From an optimization exercise on the open Yosys and OpenROAD flow, aimed at small area and few clock cycles per item; shortcuts taken in it are not production practice.

==> flow/design.v <==
`timescale 1ns / 1ps
`default_nettype none
module multi_slot_stopwatch (
	input  wire                 clk,
	input  wire                 arst_n,
	input  wire                 cmd_valid,
	output logic                cmd_stall,
	input  wire  [7:0]          cmd,
	output logic                rsp_valid,
	input  wire                 rsp_stall,
	output logic [70:0]         rsp
);
	localparam logic [3:0] OP_TICK       = 4'd0;
	localparam logic [3:0] OP_START      = 4'd1;
	localparam logic [3:0] OP_STOP       = 4'd2;
	localparam logic [3:0] OP_RESTART    = 4'd3;
	localparam logic [3:0] OP_CLAIM      = 4'd4;
	localparam logic [3:0] OP_CLAIM_FREE = 4'd5;
	localparam logic [3:0] OP_RELEASE    = 4'd6;
	localparam logic [3:0] OP_RESTAMP    = 4'd7;
	localparam logic [3:0] OP_QUERY      = 4'd8;
	localparam logic [10:0] MAX_H  = 11'd1193;
	localparam logic [5:0]  MAX_M  = 6'd2;
	localparam logic [5:0]  MAX_S  = 6'd47;
	localparam logic [9:0]  MAX_MS = 10'd295;
	wire [3:0] op = cmd[7:4];
	wire [3:0] sl = cmd[3:0];
	logic vld_q;
	wire  hold = vld_q && rsp_stall;
	wire  take = cmd_valid && !hold;
	assign cmd_stall = hold;
	assign rsp_valid = vld_q;
	always_ff @(posedge clk or negedge arst_n) begin
		if (!arst_n) begin
			vld_q <= 1'b0;
		end else if (!hold) begin
			vld_q <= cmd_valid;
		end
	end
	logic [9:0]  e_ms;
	logic [5:0]  e_s, e_m;
	logic [10:0] e_h;
	logic        running;
	logic [15:0] busy;
	logic [9:0]  st_ms [16];
	logic [5:0]  st_s  [16];
	logic [5:0]  st_m  [16];
	logic [10:0] st_h  [16];
	logic [15:0] free_oh;
	logic [3:0]  free_idx;
	logic        free_found;
	always_comb begin
		free_oh  = '0;
		free_idx = '0;
		for (int i = 15; i >= 0; i--) begin
			if (!busy[i]) begin
				free_oh     = '0;
				free_oh[i]  = 1'b1;
				free_idx    = 4'(i);
			end
		end
		free_found = !(&busy);
	end
	logic [15:0] sl_oh;
	always_comb begin
		sl_oh = '0;
		sl_oh[sl] = 1'b1;
	end
	wire is_claim   = op == OP_CLAIM;
	wire is_cfree   = op == OP_CLAIM_FREE;
	wire is_release = op == OP_RELEASE;
	wire is_restamp = op == OP_RESTAMP;
	wire is_query   = op == OP_QUERY;
	wire [15:0] we = {16{take}} &
		(({16{is_claim | is_release | is_restamp}} & sl_oh) | ({16{is_cfree}} & free_oh));
	wire e_zero = (e_ms == '0) && (e_s == '0) && (e_m == '0) && (e_h == '0);
	wire e_max  = (e_ms == MAX_MS) && (e_s == MAX_S) && (e_m == MAX_M) && (e_h == MAX_H);
	always_ff @(posedge clk or negedge arst_n) begin
		if (!arst_n) begin
			e_ms    <= '0;
			e_s     <= '0;
			e_m     <= '0;
			e_h     <= '0;
			running <= 1'b0;
			busy    <= '0;
		end else if (take) begin
			case (op)
				OP_TICK: begin
					if (running) begin
						if (e_max) begin
							e_ms <= '0;
							e_s  <= '0;
							e_m  <= '0;
							e_h  <= '0;
						end else if (e_ms != 10'd999) begin
							e_ms <= e_ms + 10'd1;
						end else begin
							e_ms <= '0;
							if (e_s != 6'd59) begin
								e_s <= e_s + 6'd1;
							end else begin
								e_s <= '0;
								if (e_m != 6'd59) begin
									e_m <= e_m + 6'd1;
								end else begin
									e_m <= '0;
									e_h <= e_h + 11'd1;
								end
							end
						end
					end
				end
				OP_START, OP_STOP: begin
					e_ms    <= '0;
					e_s     <= '0;
					e_m     <= '0;
					e_h     <= '0;
					running <= op == OP_START;
				end
				OP_RESTART: begin
					if (e_zero) begin
						running <= 1'b1;
					end
				end
				OP_CLAIM: busy[sl] <= 1'b1;
				OP_CLAIM_FREE: busy <= busy | free_oh;
				OP_RELEASE: busy[sl] <= 1'b0;
				default: begin
				end
			endcase
		end
	end
	always_ff @(posedge clk) begin
		for (int i = 0; i < 16; i++) begin
			if (we[i]) begin
				st_ms[i] <= e_ms;
				st_s[i]  <= e_s;
				st_m[i]  <= e_m;
				st_h[i]  <= e_h;
			end
		end
	end
	wire [15:0] qsel = {16{is_query}} & busy & sl_oh;
	wire        qb   = |qsel;
	logic [32:0] s_cat;
	always_comb begin
		s_cat = {33{!qb}} & {e_h, e_m, e_s, e_ms};
		for (int i = 0; i < 16; i++) begin
			s_cat = s_cat | ({33{qsel[i]}} & {st_h[i], st_m[i], st_s[i], st_ms[i]});
		end
	end
	wire [9:0]  s_ms = s_cat[9:0];
	wire [5:0]  s_s  = s_cat[15:10];
	wire [5:0]  s_m  = s_cat[21:16];
	wire [10:0] s_h  = s_cat[32:22];
	wire [32:0] e_cat = {e_h, e_m, e_s, e_ms};
	wire [33:0] dif   = {1'b0, e_cat} - {1'b0, s_cat};
	wire [33:0] brw   = dif ^ {1'b0, e_cat} ^ {1'b0, s_cat};
	logic [3:0] slot_out;
	logic       status;
	logic       slot_busy;
	wire        busy_sl = |(busy & sl_oh);
	always_comb begin
		slot_out  = '0;
		status    = 1'b0;
		slot_busy = 1'b0;
		case (op)
			OP_CLAIM: begin
				slot_out  = sl;
				slot_busy = 1'b1;
			end
			OP_CLAIM_FREE: begin
				slot_out  = free_found ? free_idx : 4'd0;
				slot_busy = free_found;
				status    = !free_found;
			end
			OP_RELEASE: slot_out = sl;
			OP_RESTAMP, OP_QUERY: begin
				slot_out  = sl;
				slot_busy = busy_sl;
			end
			default: begin
			end
		endcase
	end
	logic [3:0]  r_slot;
	logic        r_status;
	logic        r_busy;
	logic [32:0] r_dif;
	logic        r_b_ms, r_b_s, r_b_m, r_wrap;
	always_ff @(posedge clk) begin
		if (!hold) begin
			r_slot   <= slot_out;
			r_status <= status;
			r_busy   <= slot_busy;
			r_dif    <= dif[32:0];
			r_b_ms   <= brw[10];
			r_b_s    <= brw[16];
			r_b_m    <= brw[22];
			r_wrap   <= brw[33];
		end
	end
	wire [9:0]  f_ms = r_dif[9:0];
	wire [5:0]  f_s  = r_dif[15:10];
	wire [5:0]  f_m  = r_dif[21:16];
	wire [10:0] f_h  = r_dif[32:22];
	wire [9:0]  d_ms = r_b_ms ? f_ms - 10'd24 : f_ms;
	wire [5:0]  d_s  = r_b_s  ? f_s - 6'd4 : f_s;
	wire [5:0]  d_m  = r_b_m  ? f_m - 6'd4 : f_m;
	wire        c0   = r_wrap && (d_ms >= 10'd704);
	wire        c1   = r_wrap && ((d_s >= 6'd13) || (c0 && (d_s == 6'd12)));
	wire        c2   = r_wrap && ((d_m >= 6'd58) || (c1 && (d_m == 6'd57)));
	wire [9:0]  o_ms = !r_wrap ? d_ms : c0 ? d_ms - 10'd704 : d_ms + 10'd296;
	wire [5:0]  o_s  = !r_wrap ? d_s : (c1 ? d_s - 6'd13 : d_s + 6'd47) + 6'(c0);
	wire [5:0]  o_m  = !r_wrap ? d_m : (c2 ? d_m - 6'd58 : d_m + 6'd2) + 6'(c1);
	wire [10:0] o_h  = f_h + (!r_wrap ? 11'd0 : c2 ? 11'd1194 : 11'd1193);
	wire [3:0]  k_sel = {r_wrap, r_b_m, r_b_s, r_b_ms};
	wire [31:0] k_c   = '0
			| ({32{k_sel == 4'd0}} & 32'd3077644864)
			| ({32{k_sel == 4'd1}} & 32'd3077644840)
			| ({32{k_sel == 4'd2}} & 32'd3077640864)
			| ({32{k_sel == 4'd3}} & 32'd3077640840)
			| ({32{k_sel == 4'd4}} & 32'd3077404864)
			| ({32{k_sel == 4'd5}} & 32'd3077404840)
			| ({32{k_sel == 4'd6}} & 32'd3077400864)
			| ({32{k_sel == 4'd7}} & 32'd3077400840)
			| ({32{k_sel == 4'd8}} & 32'd4294779456)
			| ({32{k_sel == 4'd9}} & 32'd4294779432)
			| ({32{k_sel == 4'd10}} & 32'd4294775456)
			| ({32{k_sel == 4'd11}} & 32'd4294775432)
			| ({32{k_sel == 4'd12}} & 32'd4294539456)
			| ({32{k_sel == 4'd13}} & 32'd4294539432)
			| ({32{k_sel == 4'd14}} & 32'd4294535456)
			| ({32{k_sel == 4'd15}} & 32'd4294535432);
	wire [31:0] p_h  = 32'(f_h);
	wire [31:0] p_m  = 32'(f_m);
	wire [31:0] p_s  = 32'(f_s);
	wire [10:0] c_h  = ~f_h;
	wire [5:0]  c_m  = ~f_m;
	wire [5:0]  c_s  = ~f_s;
	wire [31:0] n_h  = 32'(c_h);
	wire [31:0] n_m  = 32'(c_m);
	wire [31:0] n_s  = 32'(c_s);
	wire [31:0] delta = (p_h << 22) + (n_h << 19) + (n_h << 16) + (n_h << 12) + (n_h << 9) + (p_h << 7)
		+ (p_m << 16) + (n_m << 13) + (p_m << 11) + (p_m << 9) + (p_m << 7) + (n_m << 5)
		+ (p_s << 10) + (n_s << 5) + (p_s << 3) + 32'(f_ms) + k_c;
	assign rsp = {r_slot, r_status, r_busy, delta, o_h, o_m, o_s, o_ms};
endmodule
`default_nettype wire
Settings: LEC_CHECK=0, CAP_MARGIN=20, CORE_MARGIN=2, CORE_UTILIZATION=40, CTS_BUF_LIST=sky130_fd_sc_hd__clkbuf_4, SLEW_MARGIN=20; clock period 8.5 ns.
run.sh (not shown) runs the stock make flow with config.mk's settings and CLKGATE_MAP_FILE= SYNTH_SCRIPT=/design/flow/synth_recipe.tcl, a recipe that flattens the netlist after the stock synthesis.
Next try:
Settings changed: CTS_BUF_LIST sky130_fd_sc_hd__clkbuf_4 to default.
Result: Design area stays flat. Clock skew shrinks by 0.035 ns. Routed wire length decreases by 1.2%. Die area is unchanged. Area after synthesis does not change. Count of clock-buffer cells in the layout shrinks by 142. Setup slack degrades by 0.075 ns. Global-route usage falls by 0.27 points. Hold slack is better by 0.0071 ns. Non-clock buffer count drops by 2.
Next try:
Settings changed: CTS_CLUSTER_DIAMETER from default to 100, CTS_CLUSTER_SIZE from default to 30.
After rerunning:
- The changed run went through all stages and came out clean
- final area drops by 3.6%
- utilization drops by 1.7 points
- final cell count drops by 2.1%
Next try:
Settings changed: CTS_BUF_LIST from default to sky130_fd_sc_hd__clkbuf_8, CTS_CLUSTER_DIAMETER 100 to default, CTS_CLUSTER_SIZE 30 to 20.
After rerunning: Routed wire length is higher by about 1.5%. Via count rose by 2.1%. Setup slack is better by 0.10 ns. Die area does not change.
No run of this note included a check of the RTL's function; only the layout flow was run.

[what the ideal ports hide]
In the flow no input, the clock included, has a driving cell. The finished layouts below were timed again as built, in two steps.
Step 1 (the two cells are an assumption about what drives the block):
set clk [get_ports {clk}]
set_driving_cell -lib_cell sky130_fd_sc_hd__clkbuf_16 $clk
set_driving_cell -lib_cell sky130_fd_sc_hd__buf_2 [delete_from_list [all_inputs] $clk]
Step 2 moves the port delays by t, midway between the first and last clock arrival at a register: inputs arrive t later, outputs are due t later. That takes back most of the time a late clock gives input paths.
Slacks: no drivers / after step 1 / after step 2; pairs: no drivers / after step 1.
| run | t, ns | slack for setup (ns) | clock arrival spread, ns | worst data-port slew with drivers (ns) |
|---|---|---|---|---|
| the first run | 1.026 | 0.323 / 0.260 / 0.418 | 0.059 / 0.059 | 0.03 |
| the second run | 0.666 | 0.248 / 0.184 / 0.420 | 0.022 / 0.022 | 0.03 |
| the third run | 0.662 | 0.232 / 0.169 / 0.395 | 0.050 / 0.050 | 0.03 |
| the fourth run | 0.736 | 0.334 / 0.274 / 0.401 | 0.063 / 0.063 | 0.03 |
After both steps every run listed still meets setup and hold.
